This design comes from an exercise in tuning for small area on the open sky130 flow, not from production work. The RTL was checked by simulation tests, not by an equivalence proof against the original design. No activity file was given, so power comes from the tool's default toggle rates.

==> raven: inputs <==
## aes_top
module aes_top (
  input  logic                clk_i,
  input  logic                reset_i,
  input  logic                cfg_we_i,
  input  logic [1:0]          mode_i,
  input  aes_pkg::aes_key_t   key_i,
  input  aes_pkg::aes_block_t iv_i,
  input  logic                start_i,
  input  aes_pkg::aes_block_t data_i,
  output logic                ready_o,
  output logic                valid_o,
  output aes_pkg::aes_block_t data_o
);
Settings: LEC_CHECK=0, CAP_MARGIN=20, CORE_MARGIN=2, CORE_UTILIZATION=50, SLEW_MARGIN=20; clock period 10.0 ns.
standard.sh (not shown) runs the stock make flow with config.mk's settings and CLKGATE_MAP_FILE= SYNTH_SCRIPT=/design/flow/synth_recipe.tcl, a recipe that flattens the netlist after the stock synthesis.
==> flow/flow/run.sh <==
#!/bin/bash
# Standard ORFS layout (the standard.sh) with three changes to how it
# is built:
#  - synthesis is the standard synthesis script, except that ABC maps
#    the logic with an area-oriented script (flow/area.abc); flip-flop
#    mapping, flattening and naming are unchanged, so the registers are
#    the standard synthesis's;
#  - ports are buffered with the smallest buffer (buf_1) instead of the
#    default clkdlybuf4s50_1; every port still gets its own buffer;
#  - the clock tree uses clkbuf_4 cells in small sink clusters, without
#    dummy loads. No register gets a deliberate clock offset.
# Each tool's output goes to its own log (ORFS keeps per-step logs under
# orfs/logs); make's own output goes to standard.log.
set -euo pipefail
here=$(pwd)
export MY_ABC_SCRIPT="$here/flow/area.abc"
export BUFFER_PORTS_ARGS="-buffer_cell sky130_fd_sc_hd__buf_1"
export CTS_ARGS="-sink_clustering_enable -repair_clock_nets -buf_list sky130_fd_sc_hd__clkbuf_4 -dont_use_dummy_load -sink_clustering_size 10 -sink_clustering_max_diameter 40"
{ cat flow/abc_override.tcl; cat synth_recipe.tcl; } > my_synth.tcl
sed "s#SYNTH_SCRIPT=[^ ]*synth_recipe.tcl#SYNTH_SCRIPT=$here/my_synth.tcl#" standard.sh > my_standard.sh
grep -q "SYNTH_SCRIPT=$here/my_synth.tcl" my_standard.sh
bash my_standard.sh > standard.log 2>&1
==> flow/flow/abc_override.tcl <==
# Use flow/area.abc for ABC's technology mapping instead of ORFS's script.
proc abc {args} {
  set i [lsearch -exact $args -script]
  if {$i >= 0} { set args [lreplace $args $i [expr {$i + 1}] -script $::env(MY_ABC_SCRIPT)] }
  yosys abc {*}$args
}
==> flow/flow/area.abc <==
strash
dch -f
amap -m
topo
==> onyx (differences from raven) <==
--- a/flow/design.v
+++ b/flow/design.v
@@ -162,30 +162,20 @@
   localparam logic [1:0] M_ECB = 2'd0;
   localparam logic [1:0] M_CBC = 2'd1;
   localparam logic [1:0] M_CTR = 2'd2;
   function automatic logic [7:0] xt(input logic [7:0] b);
     xt = {b[6:0], 1'b0} ^ (b[7] ? 8'h1b : 8'h00);
   endfunction
-  function automatic logic [7:0] inc8(input logic [7:0] a, input logic ci);
-    logic cy;
-    cy = ci;
-    for (int i = 0; i < 8; i++) begin
-      inc8[i] = a[i] ^ cy;
-      cy      = cy & a[i];
-    end
-  endfunction
   logic [3:0] ph;
   logic [2:0] st;
-  logic [6:0] c;      
+  logic [5:0] c;      
   logic       bk;     
   logic [1:0] mode;
   logic       vflag;
-  logic       cy;     
+  logic       cw, cn;
   logic [7:0] s [16];
-  logic [7:0] kq [16];
-  logic [7:0] vq [16];
   logic [7:0] k [16];
   logic [7:0] v [16];
   logic [7:0] e1, e2;
   wire [1:0] r = ph[1:0];
   wire last = (ph == 4'd15);
   assign ready_o = (st == ST_IDLE) && last;
@@ -193,118 +183,135 @@
   wire acc_cfg = cfg_we_i & ready_o & ~start_i;
   assign valid_o = vflag && (ph == 4'd0);
   wire enc   = (st == ST_ENC);
   wire clr   = (st == ST_CLR);
   wire prep  = (st == ST_PREP);
   wire rds   = enc && !bk;
-  wire [2:0] sub = c[2:0];
-  wire s_ark = rds && (sub == 3'd0);
-  wire s_sb  = rds && (sub == 3'd1);
-  wire s_sr  = rds && (sub != 3'd0) && (sub != 3'd7);
-  wire [1:0] rrow = (sub == 3'd1) ? 2'd2 : (sub[2] == 1'b0) ? 2'd1 : 2'd0;
-  wire sr_on = s_sr && (r == rrow);
-  wire mcen  = s_ark && (c >= 7'd8) && (c <= 7'd72);
-  wire k_inv = enc && (bk || (c[6] && c[4]));
+  wire s_ark = rds && (c[1:0] == 2'd0);
+  wire s_sra = rds && (c[1:0] == 2'd1);   
+  wire s_srb = rds && (c[1:0] == 2'd2);   
+  wire mcen  = s_ark && (c >= 6'd4) && (c <= 6'd36);
+  wire k_inv = enc && (bk || (c[5] && c[3]));
   wire k_f1  = s_ark && !k_inv;
-  wire k_dl  = rds && (sub != 3'd0) && (sub[2] == 1'b0);
-  wire [7:0] src = sr_on ? ((ph[3:2] == 2'd0) ? s[12] : e1) : s[0];
-  wire [7:0] mx    = (r == 2'd0) ? s[3] : e2;
+  wire k_dl  = rds && (c[1:0] != 2'd0);
+  logic [7:0] src;
+  always_comb begin
+    src = s[0];
+    if (s_sra) begin
+      if (r == 2'd1)      src = (ph == 4'd1) ? s[12] : e1;
+      else if (r == 2'd3) src = (ph == 4'd15) ? e2 : s[4];
+    end else if (s_srb && r == 2'd2) begin
+      case (ph[3:2])
+        2'd0, 2'd1: src = s[8];
+        2'd2:       src = e2;
+        default:    src = e1;
+      endcase
+    end
+  end
+  wire [7:0] mx    = (r == 2'd3) ? e2 : s[1];
   wire [7:0] md    = s[0] ^ mx;
-  wire [7:0] tcomb = md ^ s[1] ^ s[2];
+  wire [7:0] tcomb = md ^ s[2] ^ s[3];
   wire [7:0] tsel  = (r == 2'd0) ? tcomb : e1;
-  wire [7:0] mcx   = tsel ^ xt(md);   
-  wire e1_en = sr_on || (mcen && r == 2'd0);
+  wire [7:0] mc    = tsel ^ s[0] ^ xt(md);
+  wire e1_en = (s_sra && r == 2'd1) || (s_srb && ph == 4'd6) || (mcen && r == 2'd0);
+  wire e2_en = (s_sra && ph == 4'd3) || (s_srb && ph == 4'd2) || (mcen && r == 2'd0);
   always_ff @(posedge clk_i) begin
     if (e1_en) e1 <= mcen ? tcomb : s[0];
-    e2 <= s[0];
+    if (e2_en) e2 <= s[0];
   end
-  wire [7:0] ktap  = (ph == 4'd12) ? k[7] : k[3];
-  wire [7:0] sbin  = s_sb ? src : ktap;
+  wire [7:0] ktap  = (ph == 4'd15) ? k[1] : k[5];
+  wire [7:0] sbin  = s_sra ? src : ktap;
   wire [7:0] sbout;
   aes_sbox u_sbox (.u(sbin), .y(sbout));
-  logic [7:0] sbase;
+  logic [7:0] stail;
   always_comb begin
-    if (clr)        sbase = 8'h00;
-    else if (prep)  sbase = (mode == M_ECB) ? 8'h00 : v[0];
-    else if (s_sb)  sbase = sbout;
-    else            sbase = src;
+    if (clr)        stail = 8'h00;
+    else if (prep)  stail = (mode == M_ECB) ? 8'h00 : v[0];
+    else if (s_sra) stail = sbout;
+    else if (s_srb) stail = src;
+    else if (s_ark) stail = (mcen ? mc : s[0]) ^ k[0];
+    else            stail = s[0];
   end
-  wire [7:0] stail = sbase ^ (s_ark ? k[0] : 8'h00) ^ (mcen ? mcx : 8'h00);
-  wire [3:0] kst  = c[6:3];
-  wire [2:0] bsh  = c[2:0] - 3'd2;
-  wire [7:0] rcon = bk ? ((c[3:0] == 4'd1) ? 8'h1b : (8'h80 >> bsh))
-                  : kst[3] ? ((kst[1:0] == 2'd0) ? 8'h1b : 8'h36) : (8'h01 << kst[2:0]);
+  wire [3:0] kst  = c[5:2];
+  wire [7:0] rcon = kst[3] ? ((kst[1:0] == 2'd0) ? 8'h1b : 8'h36) : (8'h01 << kst[2:0]);
   wire        k_xd  = (k_dl || k_inv) && (ph[3:2] != 2'd3);
   wire        k_xs  = (k_f1 || k_inv) && (ph[3:2] == 2'd3);
   wire [7:0]  ktail = (clr ? 8'h00 : k[0])
                     ^ (k_xd ? k[4] : 8'h00)
-                    ^ (k_xs ? (sbout ^ ((ph == 4'd15) ? rcon : 8'h00)) : 8'h00);
+                    ^ (k_xs ? (sbout ^ ((ph == 4'd12) ? rcon : 8'h00)) : 8'h00);
   wire vinc = prep && (mode == M_CTR);
-  wire [7:0] vtail = inc8(v[0], cy & vinc);
+  wire ff1 = &v[1];
+  wire ff2 = &v[2];
+  wire ff3 = &v[3];
+  wire vc  = cw && ((r == 2'd3) || (ff1 && ((r == 2'd2) || (ff2 && ((r == 2'd1) || ff3)))));
+  wire [7:0] vtail = vinc ? (v[0] + {7'd0, vc}) : v[0];
   always_ff @(posedge clk_i) begin
-    if (!vinc) cy <= 1'b1;
-    else       cy <= cy & (&v[0]);
+    if (!vinc) begin
+      cw <= 1'b1;
+    end else begin
+      if (r == 2'd0) cn <= vc & (&v[0]);
+      if (r == 2'd3) cw <= cn;
+    end
   end
   for (genvar j = 0; j < 16; j++) begin : g_ring
-    localparam int B = 15 - j;
+    localparam int B = 12 - 4 * (j / 4) + (j % 4);
     wire [7:0] s_in = (j == 15) ? stail : s[(j + 1) % 16];
     wire [7:0] k_in = (j == 15) ? ktail : k[(j + 1) % 16];
     wire [7:0] v_in = (j == 15) ? vtail : v[(j + 1) % 16];
-    localparam logic [7:0] KINV = (j % 2 == 0) ? 8'hff : 8'h00;
-    localparam logic [7:0] VINV = (j % 2 == 1) ? 8'hff : 8'h00;
     always_ff @(posedge clk_i) begin
-      s[j]  <= s_in ^ (acc_blk ? data_i[127 - 8 * B -: 8] : 8'h00);
-      kq[j] <= (acc_cfg ? key_i[127 - 8 * B -: 8] : k_in) ^ KINV;
-      vq[j] <= (acc_cfg ? iv_i[127 - 8 * B -: 8] : v_in) ^ VINV;
+      s[j] <= s_in ^ (acc_blk ? data_i[127 - 8 * B -: 8] : 8'h00);
+      k[j] <= acc_cfg ? key_i[127 - 8 * B -: 8] : k_in;
+      v[j] <= acc_cfg ? iv_i[127 - 8 * B -: 8] : v_in;
     end
-    assign k[j] = kq[j] ^ KINV;
-    assign v[j] = vq[j] ^ VINV;
     assign data_o[127 - 8 * B -: 8] = s[j];
   end
   always_ff @(posedge clk_i) begin
     if (reset_i) begin
       ph    <= 4'd0;
       st    <= ST_CLR;
       mode  <= M_ECB;
       vflag <= 1'b0;
-      c     <= 7'd0;
+      c     <= 6'd0;
       bk    <= 1'b0;
     end else begin
-      ph <= 4'(inc8({4'd0, ph}, 1'b1));
+      ph <= ph + 4'd1;
       if (ph == 4'd0) vflag <= 1'b0;
       if (last) begin
-        c <= 7'(inc8({1'b0, c}, 1'b1));
+        c <= c + 6'd1;
         case (st)
           ST_IDLE: begin
             if (acc_cfg) begin
               st   <= ST_PREP;
               mode <= (mode_i == 2'b01) ? M_CBC : (mode_i == 2'b10) ? M_CTR : M_ECB;
             end else if (acc_blk) begin
               if (mode == M_CTR) begin
                 st    <= ST_PREP;
                 vflag <= 1'b1;
               end else begin
                 st <= ST_ENC;
-                c  <= 7'd0;
+                c  <= 6'd0;
               end
             end
           end
           ST_CLR: st <= ST_IDLE;
           ST_PREP: begin
             if (mode == M_CTR) begin
               st <= ST_ENC;
-              c  <= 7'd0;
+              c  <= 6'd0;
             end else begin
               st <= ST_IDLE;
             end
           end
           default: begin   
-            if (c[6] && c[4] && !c[0]) begin
+            if (c[5] && c[3]) begin
               bk <= 1'b1;
+              c  <= 6'd32;
+            end else if (bk) begin
+              c <= c - 6'd4;
             end
-            if (bk && c[3] && c[0]) begin
+            if (bk && c == 6'd0) begin
               bk <= 1'b0;
               if (mode == M_CTR) begin
                 st <= ST_IDLE;
               end else begin
                 vflag <= 1'b1;
                 st    <= (mode == M_ECB) ? ST_PREP : ST_IDLE;
==> qor summary <==
	onyx	raven
Standby leakage power	6.64 nW	6.55 nW
Worst setup timing slack at the placement stage	0.638 ns	0.613 ns
Clock network fraction of design power	30.5%	30.2%
Die ar.	34200 sq um	32000 sq um
Comb_multi_in	1256	1292
Status	no timing/DRC/antenna violations	no timing/DRC/antenna violations
Post-synthesis cell area	16400 sq um	15300 sq um
Syn. warnings	4	6
Min Hold Slack	0.404 ns	0.353 ns
Initial detailed-routing violation count	1277	795
Flop-to-flop setup slack	0.93 ns	1.14 ns
Synthesized instance count	1786	1780
Share of the core filled with cells	60.2%	60.2%
Core Region	32400 sq um	30300 sq um

[afterwards: timing with drivers on the ports]
Ports are ideal in the flow. The routed layouts listed here were re-timed in OpenROAD. Step 1: set_driving_cell puts a clkbuf_16 on clk_i and a buf_2 on each other input, an assumption about the parent block. Step 2, shift: input delay + t, output delay - t, t = (earliest + latest rising clock arrival at the registers) / 2. This alone moves slack from input paths to output paths. Three values: ideal, step 1, step 2; two values: the first two.
run	shift t [ns]	slack for setup (ns)	worst register clock-pin slew, ns
raven	0.739	1.143 / 1.143 / 1.143	0.11 / 0.11
onyx	0.738	0.926 / 0.926 / 0.926	0.11 / 0.11
After both steps setup and hold are still met in every run listed.
